Source: an optimization exercise on an open RTL-to-GDS flow (aim: small area, a short achievable clock period and few clock cycles). Production flows keep margins and buffers that such runs may drop.
Where RTL was checked, it was by simulation tests only, not by an equivalence proof against the original.
No activity file was given, so power comes from the tool's default toggle rates.

==> v27 <==
Design packet_truncate_ipv4_fixup_unit, start of the top module:
module packet_truncate_ipv4_fixup_unit (
  input  logic        clk_i,
  input  logic        rst_ni,
  input  logic        cfg_we_i,
  input  logic        cfg_idx_i,
  input  logic [15:0] cfg_wdata_i,
  input  logic        s_axis_tvalid,
  output logic        s_axis_tready,
  input  logic [23:0] s_axis_tdata,    
  input  logic        s_axis_tlast,
  output logic        m_axis_tvalid,
  input  logic        m_axis_tready,
  output logic [7:0]  m_axis_tdata,    
  output logic        m_axis_tlast
);
Settings: LEC_CHECK=0, CAP_MARGIN=20, CORE_MARGIN=2, CORE_UTILIZATION=50, CTS_CLUSTER_DIAMETER=110, CTS_CLUSTER_SIZE=26, PLACE_DENSITY=0.7, SETUP_SLACK_MARGIN=2.95, SLEW_MARGIN=20; clock period 5.5 ns.
run.sh (not shown) runs the stock make flow with config.mk's settings and CLKGATE_MAP_FILE= SYNTH_SCRIPT=/design/flow/synth_recipe.tcl, a recipe that flattens the netlist after the stock synthesis.
==> v32: changes against v27 <==
Settings changed: CORE_UTILIZATION 50 to 40, CTS_CLUSTER_DIAMETER 110 to 120, CTS_CLUSTER_SIZE 26 to 30, PLACE_DENSITY 0.7 to 0.6, SETUP_SLACK_MARGIN 2.95 to 3.1.
==> v37: changes against v27 <==
--- a/flow/design.v
+++ b/flow/design.v
@@ -44,17 +44,14 @@
   localparam int unsigned N  = FIFO_DEPTH;
   localparam int unsigned AW = 6;
   localparam int unsigned LQ = LAST_QUEUE_DEPTH;
   localparam int unsigned LW = $clog2(LQ);
   function automatic [AW-1:0] inc(input [AW-1:0] p);
     inc = (p == AW'(N - 1)) ? '0 : p + AW'(1);
   endfunction
-  function automatic [AW-1:0] dec(input [AW-1:0] p);
-    dec = (p == '0) ? AW'(N - 1) : p - AW'(1);
-  endfunction
   function automatic [8:0] add8(input [7:0] x, input [7:0] y, input ci);
     reg [7:0] g, p, gg, pp, gn, pn;
     reg [8:0] c;
     g  = x & y;
     p  = x ^ y;
     gg = g;
     pp = p;
@@ -89,20 +86,15 @@
   logic [AW-1:0] a0_q;          
   logic          fixp_q;        
   logic [3:0]    fcnt_q;
   logic [7:0]    ax_q, ay_q;    
   logic          ac_q;
   logic [1:0]    fin_q;
   logic [7:0]    mem_q [N];
-  logic [AW-1:0] wp_q;
-  logic [2:0]    rph_q;         
-  logic [7:0]    rpl_q;         
-  function automatic rp_is(input [AW-1:0] p);
-    rp_is = rph_q == p[5:3] && rpl_q[p[2:0]];
-  endfunction
+  logic [AW-1:0] wp_q, rp_q;
   logic          empty_q, full_q;
   logic [AW-1:0] lq_q [LQ];
   logic [LW-1:0] lqw_q, lqr_q;
   logic [LW:0]   lqc_q;
   logic       ov_q;
   logic [7:0] ob_q;
   logic       ol_q;
@@ -130,27 +122,26 @@
       if (cfg_idx_i == REG_ENABLE) en_q <= cfg_wdata_i[0];
       else                         tlen_q <= cfg_wdata_i;
     end
   end
   logic in_acc, drop, endc, wr, lastbit;
   logic rem_z, rem_o, rem_t, cut_in;
   logic drop_q, end_q;    
-  logic drop_d, wok_q;    
   logic at12, at13, at16, at17;
   logic hs, ihl_ok, start, complete, rel_unfixed;
   logic bx08, bx00, bx81, bx88, bxa8;
   assign in_acc  = s_axis_tvalid && trdy_q;
   assign rem_z   = rem_q == 16'd0;
   assign rem_o   = rem_q == 16'd1;
   assign rem_t   = rem_q == 16'd2;
   assign cut_in  = en_q && tlen_nz && (flen > tlen_q);
   assign drop    = drop_q;
   assign endc    = first_q ? (en_q && tlen_is1 && (flen[15:1] != 15'd0))
                            : end_q;
-  assign wr      = s_axis_tvalid && wok_q;
+  assign wr      = in_acc && !drop;
   assign lastbit = l || endc;
   assign bx08 = b == 8'h08;
   assign bx00 = b == 8'h00;
   assign bx81 = b == 8'h81;
   assign bx88 = b == 8'h88;
   assign bxa8 = b == 8'hA8;
   assign at12 = !first_q && pc_q == 5'd12;
@@ -180,40 +171,34 @@
         pc_d    = 5'd1;
       end else begin
         if (pc_q != 5'd31) pc_d = pc_q + 5'd1;
         if (at13) arm14_d = cut_q && t08_q && bx00 && k34;
         if (at17) arm18_d = cut_q && vlan_q && t08_q && bx00 && k38;
       end
     end
-    hsp_d = hsp_q;
-    if (in_acc)
-      hsp_d = !first_q && !l && cut_q && ((arm14_d && pc_q == 5'd13) ||
-                                          (arm18_d && pc_q == 5'd17));
-  end
-  always_comb begin
-    drop_d = drop_q;
-    if (in_acc) begin
-      if (first_q) drop_d = !l && en_q && tlen_is1 && flen[15:1] != 15'd0;
-      else         drop_d = !l && cut_q && (rem_z || rem_o);
-    end
+    hsp_d = !first_d && cut_d && ((arm14_d && pc_d == 5'd14) ||
+                                  (arm18_d && pc_d == 5'd18));
   end
   always_ff @(posedge clk_i or negedge rst_ni) begin
     if (!rst_ni) begin
       first_q <= 1'b1;
       hsp_q   <= 1'b0;
       drop_q  <= 1'b0;
       end_q   <= 1'b0;
     end else begin
       first_q <= first_d;
       hsp_q   <= hsp_d;
-      drop_q <= drop_d;
       if (in_acc) begin
-        if (first_q) end_q <= !l && en_q && tlen_q == 16'd2 &&
-                              (flen[15:2] != 14'd0 || flen[1:0] == 2'd3);
-        else         end_q <= !l && cut_q && rem_t;
+        if (first_q) begin
+          drop_q <= !l && cut_in && tlen_is1;
+          end_q  <= !l && cut_in && tlen_q == 16'd2;
+        end else begin
+          drop_q <= !l && cut_q && (rem_z || rem_o);
+          end_q  <= !l && cut_q && rem_t;
+        end
       end
     end
   end
   always_ff @(posedge clk_i) begin
     cut_q   <= cut_d;
     arm14_q <= arm14_d;
     arm18_q <= arm18_d;
@@ -288,111 +273,85 @@
   logic       empty, blocked, out_free, rd;
   logic [7:0] rdata, odata;
   logic       at_a0, olast;
   logic       push, pop;
   logic [15:0] fsum;
   logic [15:0] csum;
   assign empty    = empty_q;
-  assign at_a0    = rp_is(a0_q);
+  assign at_a0    = rp_q == a0_q;
   assign blocked  = hold_q && at_a0;
   assign out_free = !ov_q || m_axis_tready;
   assign rd       = !empty && !blocked && out_free;
   logic [7:0] rp_hi, rp_lo;
-  logic [7:0] grp [8];
-  logic       fsub;
-  logic [7:0] fbyte;
+  always_comb begin
+    for (int k = 0; k < 8; k++) begin
+      rp_hi[k] = rp_q[5:3] == 3'(k);
+      rp_lo[k] = rp_q[2:0] == 3'(k);
+    end
+    rdata = 8'd0;
+    for (int i = 0; i < N; i++) begin
+      rdata = rdata | (mem_q[i] & {8{rp_hi[i / 8] && rp_lo[i % 8]}});
+    end
+  end
   assign fsum = {ax_q, ay_q};
   assign csum = (fsum == 16'd0) ? 16'd0 : ~fsum;
   always_comb begin
-    fsub  = 1'b0;
-    fbyte = 8'd0;
+    odata = rdata;
     if (fixp_q) begin
       case (fcnt_q)
-        4'd2:  begin fsub = 1'b1; fbyte = tot_q[15:8]; end
-        4'd3:  begin fsub = 1'b1; fbyte = tot_q[7:0];  end
-        4'd10: begin fsub = 1'b1; fbyte = csum[15:8];  end
-        4'd11: begin fsub = 1'b1; fbyte = csum[7:0];   end
-        default: ;
+        4'd2:    odata = tot_q[15:8];
+        4'd3:    odata = tot_q[7:0];
+        4'd10:   odata = csum[15:8];
+        4'd11:   odata = csum[7:0];
+        default: odata = rdata;
       endcase
     end
-    for (int k = 0; k < 8; k++) begin
-      rp_hi[k] = rph_q == 3'(k) && !fsub;
-      rp_lo[k] = rpl_q[k];
-    end
-    for (int g = 0; g < 8; g++) begin
-      grp[g] = 8'd0;
-      for (int j = 0; j < 8; j++) begin
-        if (g * 8 + j < N) grp[g] = grp[g] | (mem_q[g * 8 + j] & {8{rp_lo[j]}});
-      end
-    end
-    rdata = fbyte;
-    for (int g = 0; g < 8; g++) rdata = rdata | (grp[g] & {8{rp_hi[g]}});
-    odata = rdata;
   end
-  assign olast = lqc_q != '0 && rp_is(lq_q[lqr_q]);
+  assign olast = lqc_q != '0 && rp_q == lq_q[lqr_q];
   assign push  = wr && lastbit;
   assign pop   = rd && olast;
   logic [LW:0] lqc_d;
-  logic        empty_d, full_d, lqfull_d, trdy_d;
-  logic might_push, hsp_c;
-  assign might_push = wr && (l || end_q || (first_q && en_q && tlen_is1));
-  always_comb begin
-    hsp_c = hsp_q;
-    if (in_acc)
-      hsp_c = !first_q && !l && cut_q && t08_q &&
-              ((pc_q == 5'd13 && k34) || (pc_q == 5'd17 && vlan_q && k38));
-  end
-  assign trdy_d = !full_d && !lqfull_d && !(hsp_c && fixp_q);
+  logic        empty_d, full_d, lqfull_d;
   always_comb begin
     lqc_d = lqc_q;
     if (push && !pop) lqc_d = (lqc_q == '0) ? (LW+1)'(1) : (LW+1)'(2);
     if (pop && !push) lqc_d = (lqc_q == (LW+1)'(2)) ? (LW+1)'(1) : '0;
   end
-  assign empty_d  = (empty_q && !wr) || (rp_is(dec(wp_q)) && rd && !wr);
-  assign full_d   = (full_q && !rd) || (rp_is(inc(wp_q)) && wr && !rd);
+  assign empty_d  = (empty_q && !wr) || (inc(rp_q) == wp_q && rd && !wr);
+  assign full_d   = (full_q && !rd) || (inc(wp_q) == rp_q && wr && !rd);
   assign lqfull_d = (lqc_q == (LW+1)'(LQ) && !pop) ||
-                    (lqc_q == (LW+1)'(LQ - 1) && might_push && !pop);
+                    (lqc_q == (LW+1)'(LQ - 1) && push && !pop);
   for (genvar i = 0; i < N; i++) begin : g_mem
     always_ff @(posedge clk_i) begin
       if (wr && wp_q == AW'(i)) mem_q[i] <= b;
     end
   end
   always_ff @(posedge clk_i) begin
-    if (wr) lq_q[lqw_q] <= wp_q;
+    if (push) lq_q[lqw_q] <= wp_q;
     if (rd) begin
       ob_q <= odata;
       ol_q <= olast;
     end
   end
   always_ff @(posedge clk_i or negedge rst_ni) begin
     if (!rst_ni) begin
       wp_q   <= '0;
-      rph_q  <= '0;
-      rpl_q  <= 8'd1;
+      rp_q   <= '0;
       empty_q <= 1'b1;
       full_q  <= 1'b0;
       lqw_q  <= '0;
       lqr_q  <= '0;
       lqc_q  <= '0;
       ov_q   <= 1'b0;
       fixp_q <= 1'b0;
       fcnt_q <= 4'd0;
       trdy_q <= 1'b0;
-      wok_q  <= 1'b0;
     end else begin
       if (wr) wp_q <= inc(wp_q);
-      if (rd) begin
-        if (rph_q == 3'((N - 1) / 8) && rpl_q[(N - 1) % 8]) begin
-          rph_q <= '0;
-          rpl_q <= 8'd1;
-        end else begin
-          if (rpl_q[7]) rph_q <= rph_q + 3'd1;
-          rpl_q <= {rpl_q[6:0], rpl_q[7]};
-        end
-      end
+      if (rd) rp_q <= inc(rp_q);
       empty_q <= empty_d;
       full_q  <= full_d;
       if (push) lqw_q <= lqw_q + LW'(1);
       if (pop)  lqr_q <= lqr_q + LW'(1);
       lqc_q <= lqc_d;
       if (rd) ov_q <= 1'b1;
       else if (m_axis_tready) ov_q <= 1'b0;
@@ -403,12 +362,11 @@
           fcnt_q <= 4'd0;
         end
       end
       if (in_acc && complete) begin
         fixp_q <= 1'b1;
         fcnt_q <= 4'd0;
       end
-      trdy_q <= trdy_d;
-      wok_q  <= trdy_d && !drop_d;
+      trdy_q <= !full_d && !lqfull_d && !(hsp_d && fixp_q);
     end
   end
 endmodule
Settings changed: CORE_UTILIZATION 50 to 40, CTS_CLUSTER_DIAMETER 110 to unset, CTS_CLUSTER_SIZE 26 to unset, PLACE_DENSITY 0.7 to 0.6, SETUP_SLACK_MARGIN 2.95 to 3.2.
==> run notes <==
quantity	v27	v32	v37
Outcome	finished clean	finished clean	finished clean
Sink count of the clock tree	642	642	636
Switching portion of total power	35.59%	36.43%	33.11%
Post-synthesis cell count	1859	1859	1996
Clock tree cell share of total cell area	2.714%	2.443%	6.692%
Post-synth net total	1966	1966	2100
Worst reg2reg setup slack	2.94 ns	3.04 ns	2.51 ns
Buffers & Inverters on Critical Path	2	2	1
Total power after layout	12.47 mW	12.93 mW	14.81 mW
Share of Yosys cell area claimed by the top area cell type	63.08%	63.08%	60.67%
Insertion delay of the later-clocked pin in the worst-skew pair	0.63 ns	0.61 ns	0.63 ns
Final #Nets	2004	2032	2253
Final worst path period need	2.567 ns	2.457 ns	2.987 ns
Number of H-tree branching levels	1	1	3
Global-route met2 utilization	39.87%	34.78%	42.90%
Fraction of power consumed by the clock network	19.6%	18.2%	31.7%
Flop pwr share	48.6%	46.7%	40.2%
Critical path class	in -> reg	reg -> reg	reg -> reg
Global Route Usage Sum	25.15%	21.96%	28.52%
Pint	8.033 mW	8.221 mW	9.903 mW
Final-layout worst hold slack	0.4879 ns	0.5022 ns	0.5030 ns
Power Density	418.8 mW/mm^2	424.4 mW/mm^2	433.4 mW/mm^2
Cell with the largest stage delay on the worst path	sky130_fd_sc_hd__clkdlybuf4s50_1	sky130_fd_sc_hd__dfrtp_4	sky130_fd_sc_hd__a222oi_1
Number of placed instances with taps included	2516	2694	2851
Area after DPL	0.02775 mm^2	0.02808 mm^2	0.02940 mm^2
Fraction of final layout cells with drive strength greater than 1	12.98%	17.75%	26.68%
Post-synthesis instance area	0.02661 mm^2	0.02661 mm^2	0.02737 mm^2
Testbench counts of v27, summed over its fixed seeds: cycles 243,794.
Testbench counts of v32, summed over its fixed seeds: cycles 243,794.
No functional check of the RTL was part of v37.

-- static timing again, ports no longer ideal --
Ports are ideal in the flow. The routed layouts listed here were re-timed in OpenROAD. Step 1 assumes that a clkbuf_16 drives the clock port and a buf_2 every other input. Step 2, shift: input delay + t, output delay - t, t = (earliest + latest rising clock arrival at the registers) / 2. This alone moves slack from input paths to output paths. Three values: no drivers, after step 1, after step 2; two values: the first two.
| run | t (ns) | setup slack, ns | clock arrival spread, ns |
|---|---|---|---|
| v27 | 0.678 | 2.933 / 2.938 / 2.279 | 0.035 / 0.035 |
| v32 | 0.659 | 3.043 / 3.035 / 2.514 | 0.039 / 0.039 |
| v37 | 0.675 | 2.513 / 2.513 / 2.513 | 0.036 / 0.037 |
After both steps setup and hold are still met in every run listed. The setup slack of v27, which loses most, moves by +0.005 ns with the drivers and by -0.654 ns with both steps.
